Context: an optimization exercise on an open-source flow, tuned for small area. The choices shown serve that exercise and are no tape-out recipe.
Function was checked by simulation only, so behaviour that the tests miss may differ from the original.
No activity file was given, so power comes from the tool's default toggle rates.

==> flow/design.v <==
`default_nettype none
package ntrpt_pkg;
  localparam int DATA_W = 32;
  localparam int DEPTH = 16;
  localparam int PTR_W = $clog2(DEPTH);
  localparam int CNT_W = $clog2(DEPTH + 1);
  localparam int CAUSE_W = 16;
  localparam logic [CAUSE_W-1:0] MTIP_CAUSE = 16'h0080;
  typedef logic [CNT_W-1:0] count_t;
  typedef logic [PTR_W:0] ptr_t;
endpackage
`default_nettype wire
`timescale 1ns/1ps
`default_nettype none
module fifo_occupancy (
  input  logic                           clk,
  input  logic                           reset,
  input  logic                           push,
  input  logic                           pop,
  output logic                           push_acc,
  output logic                           pop_acc,
  output logic [ntrpt_pkg::PTR_W-1:0]    wr_slot,
  output logic [ntrpt_pkg::PTR_W-1:0]    rd_slot,
  output logic                           pndng,
  output logic                           full
);
  ntrpt_pkg::ptr_t wr_q;
  ntrpt_pkg::ptr_t rd_q;
  logic            same_slot;
  assign same_slot = (wr_q[ntrpt_pkg::PTR_W-1:0] == rd_q[ntrpt_pkg::PTR_W-1:0]);
  assign pndng     = !(same_slot && (wr_q[ntrpt_pkg::PTR_W] == rd_q[ntrpt_pkg::PTR_W]));
  assign full      = same_slot && (wr_q[ntrpt_pkg::PTR_W] != rd_q[ntrpt_pkg::PTR_W]);
  assign pop_acc  = pop && pndng;
  assign push_acc = push && (!full || pop_acc);
  always_ff @(posedge clk or posedge reset) begin
    if (reset) begin
      wr_q <= '0;
    end else if (push_acc) begin
      wr_q <= wr_q + 1'b1;
    end
  end
  always_ff @(posedge clk or posedge reset) begin
    if (reset) begin
      rd_q <= '0;
    end else if (pop_acc) begin
      rd_q <= rd_q + 1'b1;
    end
  end
  assign wr_slot = wr_q[ntrpt_pkg::PTR_W-1:0];
  assign rd_slot = rd_q[ntrpt_pkg::PTR_W-1:0];
endmodule
`default_nettype wire
`timescale 1ns/1ps
`default_nettype none
module shift_store (
  input  logic                                               clk,
  input  logic                                               push_acc,
  input  logic [ntrpt_pkg::PTR_W-1:0]                        wr_slot,
  input  logic [ntrpt_pkg::DATA_W-1:0]                       wr_data,
  output logic [ntrpt_pkg::DEPTH-1:0][ntrpt_pkg::DATA_W-1:0] entries
);
  always_ff @(posedge clk) begin
    for (int i = 0; i < ntrpt_pkg::DEPTH; i++) begin
      if (push_acc && (wr_slot == ntrpt_pkg::PTR_W'(i))) begin
        entries[i] <= wr_data;
      end
    end
  end
endmodule
`default_nettype wire
`timescale 1ns/1ps
`default_nettype none
module read_select (
  input  logic [ntrpt_pkg::DEPTH-1:0][ntrpt_pkg::DATA_W-1:0] entries,
  input  logic [ntrpt_pkg::PTR_W-1:0]                        rd_slot,
  input  logic                                               pndng,
  output logic [ntrpt_pkg::DATA_W-1:0]                       dout
);
  logic [ntrpt_pkg::DEPTH-1:0] sel;
  always_comb begin
    for (int i = 0; i < ntrpt_pkg::DEPTH; i++) begin
      sel[i] = pndng && (rd_slot == ntrpt_pkg::PTR_W'(i));
    end
  end
  always_comb begin
    dout = '0;
    for (int i = 0; i < ntrpt_pkg::DEPTH; i++) begin
      dout = dout | (entries[i] & {ntrpt_pkg::DATA_W{sel[i]}});
    end
  end
endmodule
`default_nettype wire
`timescale 1ns/1ps
`default_nettype none
module cause_scan (
  input  logic                          clk,
  input  logic                          reset,
  input  logic                          push_acc,
  input  logic                          pop_acc,
  input  logic [ntrpt_pkg::DATA_W-1:0]  wr_data,
  input  logic [ntrpt_pkg::DATA_W-1:0]  head,
  output logic                          mtip
);
  ntrpt_pkg::count_t tcnt_q;
  logic              inc;
  logic              dec;
  assign inc = push_acc && (wr_data[ntrpt_pkg::CAUSE_W-1:0] == ntrpt_pkg::MTIP_CAUSE);
  assign dec = pop_acc  && (head[ntrpt_pkg::CAUSE_W-1:0]    == ntrpt_pkg::MTIP_CAUSE);
  always_ff @(posedge clk or posedge reset) begin
    if (reset) begin
      tcnt_q <= '0;
    end else if (inc && !dec) begin
      tcnt_q <= tcnt_q + 1'b1;
    end else if (dec && !inc) begin
      tcnt_q <= tcnt_q - 1'b1;
    end
  end
  assign mtip = (tcnt_q != '0);
endmodule
`default_nettype wire
`timescale 1ns/1ps
`default_nettype none
module ntrpt_cam_fifo (
  input  logic              clk,
  input  logic              reset,
  input  logic              push,
  input  logic              pop,
  input  logic [31:0]       din,
  output logic [31:0]       dout,
  output logic              pndng,
  output logic              full,
  output logic              mtip
);
  logic                        push_acc;
  logic                        pop_acc;
  logic [ntrpt_pkg::PTR_W-1:0] wr_slot;
  logic [ntrpt_pkg::PTR_W-1:0] rd_slot;
  logic [ntrpt_pkg::DEPTH-1:0][ntrpt_pkg::DATA_W-1:0] entries;
  fifo_occupancy i_occupancy (
    .clk      (clk),
    .reset    (reset),
    .push     (push),
    .pop      (pop),
    .push_acc (push_acc),
    .pop_acc  (pop_acc),
    .wr_slot  (wr_slot),
    .rd_slot  (rd_slot),
    .pndng    (pndng),
    .full     (full)
  );
  shift_store i_store (
    .clk      (clk),
    .push_acc (push_acc),
    .wr_slot  (wr_slot),
    .wr_data  (din),
    .entries  (entries)
  );
  read_select i_read (
    .entries (entries),
    .rd_slot (rd_slot),
    .pndng   (pndng),
    .dout    (dout)
  );
  cause_scan i_scan (
    .clk      (clk),
    .reset    (reset),
    .push_acc (push_acc),
    .pop_acc  (pop_acc),
    .wr_data  (din),
    .head     (dout),
    .mtip     (mtip)
  );
endmodule
`default_nettype wire
==> flow/config.mk <==
export PLATFORM = sky130hd
export DESIGN_NAME = ntrpt_cam_fifo
export DESIGN_NICKNAME = ntrpt_cam_fifo
export VERILOG_FILES = /design/flow/design.v
export SDC_FILE = /design/flow/constraint.sdc
export NUM_CORES = 4
export LEC_CHECK = 0
export CAP_MARGIN = 0
export CORE_MARGIN = 2
export CORE_UTILIZATION = 40
export CTS_BUF_LIST = sky130_fd_sc_hd__clkbuf_16
export CTS_CLUSTER_DIAMETER = 70
export CTS_CLUSTER_SIZE = 35
export SLEW_MARGIN = 0
==> flow/constraint.sdc <==
create_clock -name core_clock -period 6.0 [get_ports {clk}]
set_input_delay 1.2000 -clock core_clock [delete_from_list [all_inputs] [get_ports {clk}]]
set_output_delay 1.2000 -clock core_clock [all_outputs]
set_load 0.01 [all_outputs]
standard.sh (not shown) runs the stock make flow with config.mk's settings and CLKGATE_MAP_FILE= SYNTH_SCRIPT=/design/flow/synth_recipe.tcl, a recipe that flattens the netlist after the stock synthesis.
==> flow/flow/run.sh <==
#!/bin/bash
# Own layout flow: the standard ORFS flow (standard.sh), with
#  - port buffers of the smallest buffer cell instead of the default pick
#  - clock tree built from one buffer type with larger sink clusters,
#    and without dummy loads
# Each tool's output goes to its own log in this folder.
set -e
cp standard.sh standard_sh_copy.log
export BUFFER_PORTS_ARGS="-buffer_cell sky130_fd_sc_hd__buf_1"
export CTS_ARGS="-sink_clustering_enable -repair_clock_nets -dont_use_dummy_load -buf_list sky130_fd_sc_hd__clkbuf_16 -sink_clustering_size 35 -sink_clustering_max_diameter 70"
bash standard.sh > standard.log 2>&1
Edit:
==> flow/run.sh (new file) <==
#!/bin/bash
# synth_recipe.tcl (not shown) runs the flow's synth.tcl, then flattens the netlist and writes it again
# the make line also repeats each setting of config.mk as NAME=value (left out here)
make -C /OpenROAD-flow-scripts/flow DESIGN_CONFIG=/design/flow/config.mk WORK_HOME=/design/flow/orfs CLKGATE_MAP_FILE= SYNTH_SCRIPT=/design/flow/synth_recipe.tcl finish
- CAP_MARGIN: 0 -> 20
- CTS_BUF_LIST: sky130_fd_sc_hd__clkbuf_16 -> sky130_fd_sc_hd__clkbuf_8
- CTS_CLUSTER_DIAMETER: 70 -> 45
- CTS_CLUSTER_SIZE: 35 -> 16
- SLEW_MARGIN: 0 -> 20
removed: flow/flow/run.sh
removed: flow/standard.sh
Result:
- combinational power increases by 13%
- flip-flop and latch count does not change
- clock skew is lower by 0.020 ns
- cell count goes up by 3.6%
- sequential share of layout area shrinks by 3.0 points
- worst setup slack got worse by 0.27 ns
- design area came out higher by about 4.4%
- sequential power decreases by about 0.9%
- via count climbs by 2.7%
- global-route usage rose by 1.2 points
- wire length climbs by 3.6%
Edit:
- CTS_BUF_LIST: sky130_fd_sc_hd__clkbuf_8 -> sky130_fd_sc_hd__clkbuf_16
- CTS_CLUSTER_DIAMETER: 45 -> 70
- CTS_CLUSTER_SIZE: 16 -> 35
=> Die area does not change. Core utilization went down by 0.20 points. Global-route usage went down by 0.55 points. Via count went down slightly.
Edit:
- CTS_BUF_LIST: sky130_fd_sc_hd__clkbuf_16 -> not set
- CTS_CLUSTER_DIAMETER: 70 -> not set
- CTS_CLUSTER_SIZE: 35 -> not set
What happened: Die area stays the same; combinational power hardly moves; total power increases by 7.0%; design area increases by 2.3%.

## afterwards: timing with drivers on the ports
The flow's constraints put no driver on any port. The routed layouts listed below were extracted and timed again, unchanged, in two steps.
Step 1 sets driving cells, clkbuf_16 on the clock port and buf_2 on the other inputs (assumed; they add their load-dependent delay and slew).
Step 2 moves the port delays by t, midway between the first and last clock arrival at a register: inputs arrive t later, outputs are due t later. That takes back most of the time a late clock gives input paths.
a / b / c = ideal / step 1 / step 2; a / b = the first two.
run | t, ns | setup WS [ns] | worst hold slack (ns) | worst data-port slew with drivers (ns)
the first run | 0.632 | 0.549 / 0.494 / 0.758 | 0.481 / 0.481 / 0.481 | 0.08
the second run | 0.714 | 0.282 / 0.229 / 0.942 | 0.487 / 0.487 / 0.487 | 0.07
the third run | 0.649 | 0.353 / 0.301 / 0.950 | 0.489 / 0.489 / 0.489 | 0.07
the fourth run | 0.654 | 0.375 / 0.321 / 0.975 | 0.481 / 0.481 / 0.481 | 0.07
After both steps every run listed still meets setup and hold.
